What follows belongs to an exercise in optimizing a design on an open flow for small area and a short achievable clock period; a production flow would make more cautious choices. Only simulation tests tie the RTL to the original design; equivalence was not proved. No activity file was given, so power comes from the tool's default toggle rates.

==> flow/design.v (excerpt) <==
module usb_pkt_fifo #(
  parameter int DATA_W    = 8,
  parameter int DEPTH     = 256,
  parameter int AFULL_LVL = DEPTH - 8,
  parameter int PKT_W     = 8
) (
  input  logic                     clk,
  input  logic                     rst,
  input  logic                     wr_valid,
  input  logic [DATA_W-1:0]        wr_data,
  input  logic                     wr_last,
  input  logic                     wr_discard,
  output logic                     wr_ready,
  output logic                     wr_afull,
  output logic                     wr_overflow,
  output logic                     rd_valid,
  output logic [DATA_W-1:0]        rd_data,
  output logic                     rd_last,
  input  logic                     rd_ready,
  output logic [$clog2(DEPTH):0]   level,
  output logic [PKT_W-1:0]         pkt_count
);
  localparam int PW = usb_fifo_pkg::ptr_w(DEPTH);
  localparam int AW = PW - 1;
  localparam int EW = ((DATA_W) + 1);
  localparam int LB = usb_fifo_pkg::last_bit(DATA_W);
  localparam int LW = AW / 2;
  localparam int NL = 1 << LW;
  localparam int NH = DEPTH / NL;
  localparam logic [PKT_W-1:0] PKT_MAX = '1;
  logic [AW-1:0] wr_ptr;
  logic [AW-1:0] commit_ptr;
  logic [NL-1:0] rlo;
  logic [NH-1:0] rhi;
  logic [PW-1:0] clevel;
  logic          drop;
  logic          wr_ok;            
  logic          full;
  logic          rewind;
  logic          accept;
  logic          commit;
  logic          rd_fire;
  logic          avail;
  logic          load;
  logic          ovf;
  logic [EW-1:0] ram_q;
  logic [EW-1:0] head_q;
  assign full     = level[PW-1];
  assign wr_ready = !full && !rst;
  assign ovf     = wr_valid && full;
  ...
clock: 5.0 ns
lec_check: 0
cap_margin: 20
core_margin: 2
core_utilization: 50
cts_buf_list: sky130_fd_sc_hd__clkbuf_8 sky130_fd_sc_hd__clkbuf_16
cts_cluster_diameter: 90
cts_cluster_size: 30
setup_slack_margin: 2.5
slew_margin: 20
synth_hierarchical: 1
synth_minimum_keep_size: 0
run.sh (not shown) runs the stock make flow with config.mk's settings and CLKGATE_MAP_FILE= SYNTH_SCRIPT=/design/flow/synth_recipe.tcl, a recipe that flattens the netlist after the stock synthesis.
The baseline finished with timing, DRC and antenna clean.
Rerun with:
Settings changed: CTS_BUF_LIST sky130_fd_sc_hd__clkbuf_8 sky130_fd_sc_hd__clkbuf_16 to not set, SETUP_SLACK_MARGIN 2.5 to 2.7.
Outcome:
- wire length increases by 2.3%
- worst setup slack is better by 200 ps
- final cell count increases by 0.99%
- synthesized cell count stays the same
- die area is unchanged
- first-iteration DRC count decreases by 0.85%
- design area rises by 3.2%
- non-clock buffer count rises by 78
- clock-buffer cell count climbs by 42
- total power grows by 0.78%
Rerun with:
Settings changed: CORE_UTILIZATION 50 to 62, SETUP_SLACK_MARGIN 2.7 to 2.5.
=> The changed run passed the timing, design-rule and antenna checks; synthesized area does not change; fmax is lower slightly; cell area drops by a few percent; routed wire length drops slightly; hold slack improves by 18 ps; die area is lower by about a fifth; via count rose slightly; non-clock buffer count falls by 71; synthesized cell count does not change.
Rerun with:
Settings changed: CORE_UTILIZATION 62 to 50, TNS_END_PERCENT set to 10.
After rerunning: Design area shrinks by about 0.6%. Sequential share of layout area increases by 0.44 points. Register-to-register slack gets worse by 70 ps. Critical path depth went down by 2. Clock-buffer cell count goes down by 12. Total power is higher by 0.58%. Die area goes up by about 24%. Hold slack stays flat. Core utilization came out lower by 14 points. Final cell count rose by 5.2%.
Rerun with:
Settings changed: TNS_END_PERCENT 10 to not set.
Outcome:
- The changed run finished with timing, DRC and antenna clean
- critical path depth goes up by 3
- worst hold slack is worse by 5.0 ps
- clock power stays flat
- worst setup slack is better by 120 ps
- die area does not change
- wire length goes up by 2.1%
- total power goes up by 0.97%
- synthesized cell count stays the same

========
exp/quartz:
Another version of the RTL of usb_pkt_fifo (not shown whole).
For scale: ~2400 flip-flops, roughly 44 I/O pins.
==> flow/config.mk <==
export PLATFORM = sky130hd
export DESIGN_NAME = usb_pkt_fifo
export DESIGN_NICKNAME = usb_pkt_fifo
export VERILOG_FILES = /design/flow/design.v
export SDC_FILE = /design/flow/constraint.sdc
export NUM_CORES = 4
export LEC_CHECK = 0
export CAP_MARGIN = 20
export CORE_MARGIN = 2
export CORE_UTILIZATION = 50
export CTS_CLUSTER_DIAMETER = 90
export CTS_CLUSTER_SIZE = 30
export SETUP_SLACK_MARGIN = 2.6
export SLEW_MARGIN = 20
export SYNTH_HIERARCHICAL = 1
export SYNTH_MINIMUM_KEEP_SIZE = 0
==> flow/constraint.sdc <==
create_clock -name core_clock -period 5.0 [get_ports {clk}]
set_input_delay 1.0000 -clock core_clock [delete_from_list [all_inputs] [get_ports {clk}]]
set_output_delay 1.0000 -clock core_clock [all_outputs]
set_load 0.01 [all_outputs]
exp/quartz | status: complete | timing, DRC, antenna: pass
Here is what was changed in the inputs of exp/tundra compared with exp/quartz.
==> flow/flow/run.sh (new file) <==
#!/bin/bash
# The standard layout (the standard.sh, all steps), except that the port
# buffers are plain sky130_fd_sc_hd__buf_4 cells rather than the delay cells
# buffer_ports picks by default, so that repair can size them on the I/O paths.
set -euo pipefail
export BUFFER_PORTS_ARGS="-buffer_cell sky130_fd_sc_hd__buf_4"
bash standard.sh > standard.log 2>&1
==> flow/standard.sh (new file) <==
#!/bin/bash
# synth_recipe.tcl (not shown) runs the flow's synth.tcl, then flattens the netlist and writes it again
# the make line also repeats each setting of config.mk as NAME=value (left out here)
make -C /OpenROAD-flow-scripts/flow DESIGN_CONFIG=/design/flow/config.mk WORK_HOME=/design/flow/orfs CLKGATE_MAP_FILE= SYNTH_SCRIPT=/design/flow/synth_recipe.tcl "${@:-finish}"
removed: flow/run.sh
[summary]
Setup slack in exp/tundra vs exp/quartz: down 55 ps
Higher total routed wirelength among exp/tundra and exp/quartz: exp/tundra
exp/quartz has a higher power dissipated in combinational cells than exp/tundra.
Against exp/quartz, exp/tundra comes in 0.60% lower on final cell count.
exp/quartz vs exp/tundra, beginning of the critical path: rlo[3] vs rlo[10]
Delta (exp/tundra minus exp/quartz): first-pass GRT wire length has increased; total power has remained practically unchanged; number of gates resized after cts has decreased.
The inputs of exp/juniper differ from those of exp/tundra as listed below.
==> flow/run.sh (new file) <==
#!/bin/bash
# synth_recipe.tcl (not shown) runs the flow's synth.tcl, then flattens the netlist and writes it again
# the make line also repeats each setting of config.mk as NAME=value (left out here)
make -C /OpenROAD-flow-scripts/flow DESIGN_CONFIG=/design/flow/config.mk WORK_HOME=/design/flow/orfs CLKGATE_MAP_FILE= SYNTH_SCRIPT=/design/flow/synth_recipe.tcl finish
==> flow/config.mk <==
export PLATFORM = sky130hd
export DESIGN_NAME = usb_pkt_fifo
export DESIGN_NICKNAME = usb_pkt_fifo
export VERILOG_FILES = /design/flow/design.v
export SDC_FILE = /design/flow/constraint.sdc
export NUM_CORES = 4
export LEC_CHECK = 0
export CAP_MARGIN = 10
export CORE_MARGIN = 2
export CORE_UTILIZATION = 50
export CTS_CLUSTER_DIAMETER = 100
export CTS_CLUSTER_SIZE = 30
export SETUP_SLACK_MARGIN = 2.6
export SLEW_MARGIN = 10
export SYNTH_HIERARCHICAL = 1
export SYNTH_MINIMUM_KEEP_SIZE = 0
removed: flow/flow/run.sh
removed: flow/standard.sh
Findings:
Of exp/juniper and exp/tundra, exp/tundra shows the lower fmax, with exp/juniper above it.
exp/juniper vs exp/tundra: layout filler cell count up
Compared with exp/tundra, in exp/juniper sequential power share has increased, worst hold slack has decreased, number of buffers inserted by post-CTS setup repair has increased.
exp/tundra ended up with rlo[10] as its timing startpoint of the critical path; exp/juniper ended up with rlo[3].
Input-level comparison between exp/pepper and exp/juniper:
-- flow/config.mk --
<<< exp/juniper, line 9
export CORE_MARGIN = 2
export CORE_UTILIZATION = 50
export CTS_CLUSTER_DIAMETER = 100
export CTS_CLUSTER_SIZE = 30
export SETUP_SLACK_MARGIN = 2.6
>>> exp/pepper, line 9
export CORE_MARGIN = 2
export CORE_UTILIZATION = 50
export CTS_CLUSTER_DIAMETER = 90
export CTS_CLUSTER_SIZE = 30
export SETUP_SLACK_MARGIN = 2.6
Findings:
The flow did not stop early for exp/pepper: all stages ran, and the layout cleared the timing, design-rule and antenna checks.
From exp/juniper to exp/pepper the numbers moved as follows: global-route usage stayed essentially flat; final critical path time including I/O delays and setup climbed 9.8 ps.
Comparing exp/pepper and exp/juniper, the higher smallest setup slack after layout is on exp/juniper.
exp/pepper reports a higher post-cts gate resize count than exp/juniper does.
Aggregate routed wire length: exp/juniper vs exp/pepper, no meaningful difference

## static timing again, ports no longer ideal
The flow's constraints put no driver on any port. The routed layouts listed below were extracted and timed again, unchanged, in two steps.
Step 1: set_driving_cell puts a clkbuf_16 on clk and a buf_2 on each other input, an assumption about the parent block.
Step 2, shift: input delay + t, output delay - t, t = (earliest + latest rising clock arrival at the registers) / 2. This alone moves slack from input paths to output paths.
Slacks: ideal / step 1 / step 2; pairs: ideal / step 1.
run | t, ns | slack for setup (ns) | worst setup path at the end
the first run of note 1 | 0.847 | 2.213 / 2.213 / 1.842 | input to register
the second run of note 1 | 0.827 | 2.410 / 2.410 / 1.873 | input to register
the third run of note 1 | 0.822 | 2.378 / 2.378 / 1.807 | input to register
the fourth run of note 1 | 0.829 | 2.306 / 2.228 / 1.870 | input to register
the fifth run of note 1 | 0.847 | 2.427 / 2.411 / 1.817 | input to register
exp/quartz | 0.845 | 2.461 / 2.415 / 1.877 | input to register
exp/tundra | 0.828 | 2.406 / 2.341 / 1.854 | input to register
exp/juniper | 0.824 | 2.479 / 2.422 / 1.900 | input to register
exp/pepper | 0.848 | 2.470 / 2.413 / 1.876 | input to register
After both steps every run listed still meets setup and hold. For the fifth run of note 1, which loses most, drivers alone change the setup slack by -0.016 ns; drivers and shift together by -0.610 ns.
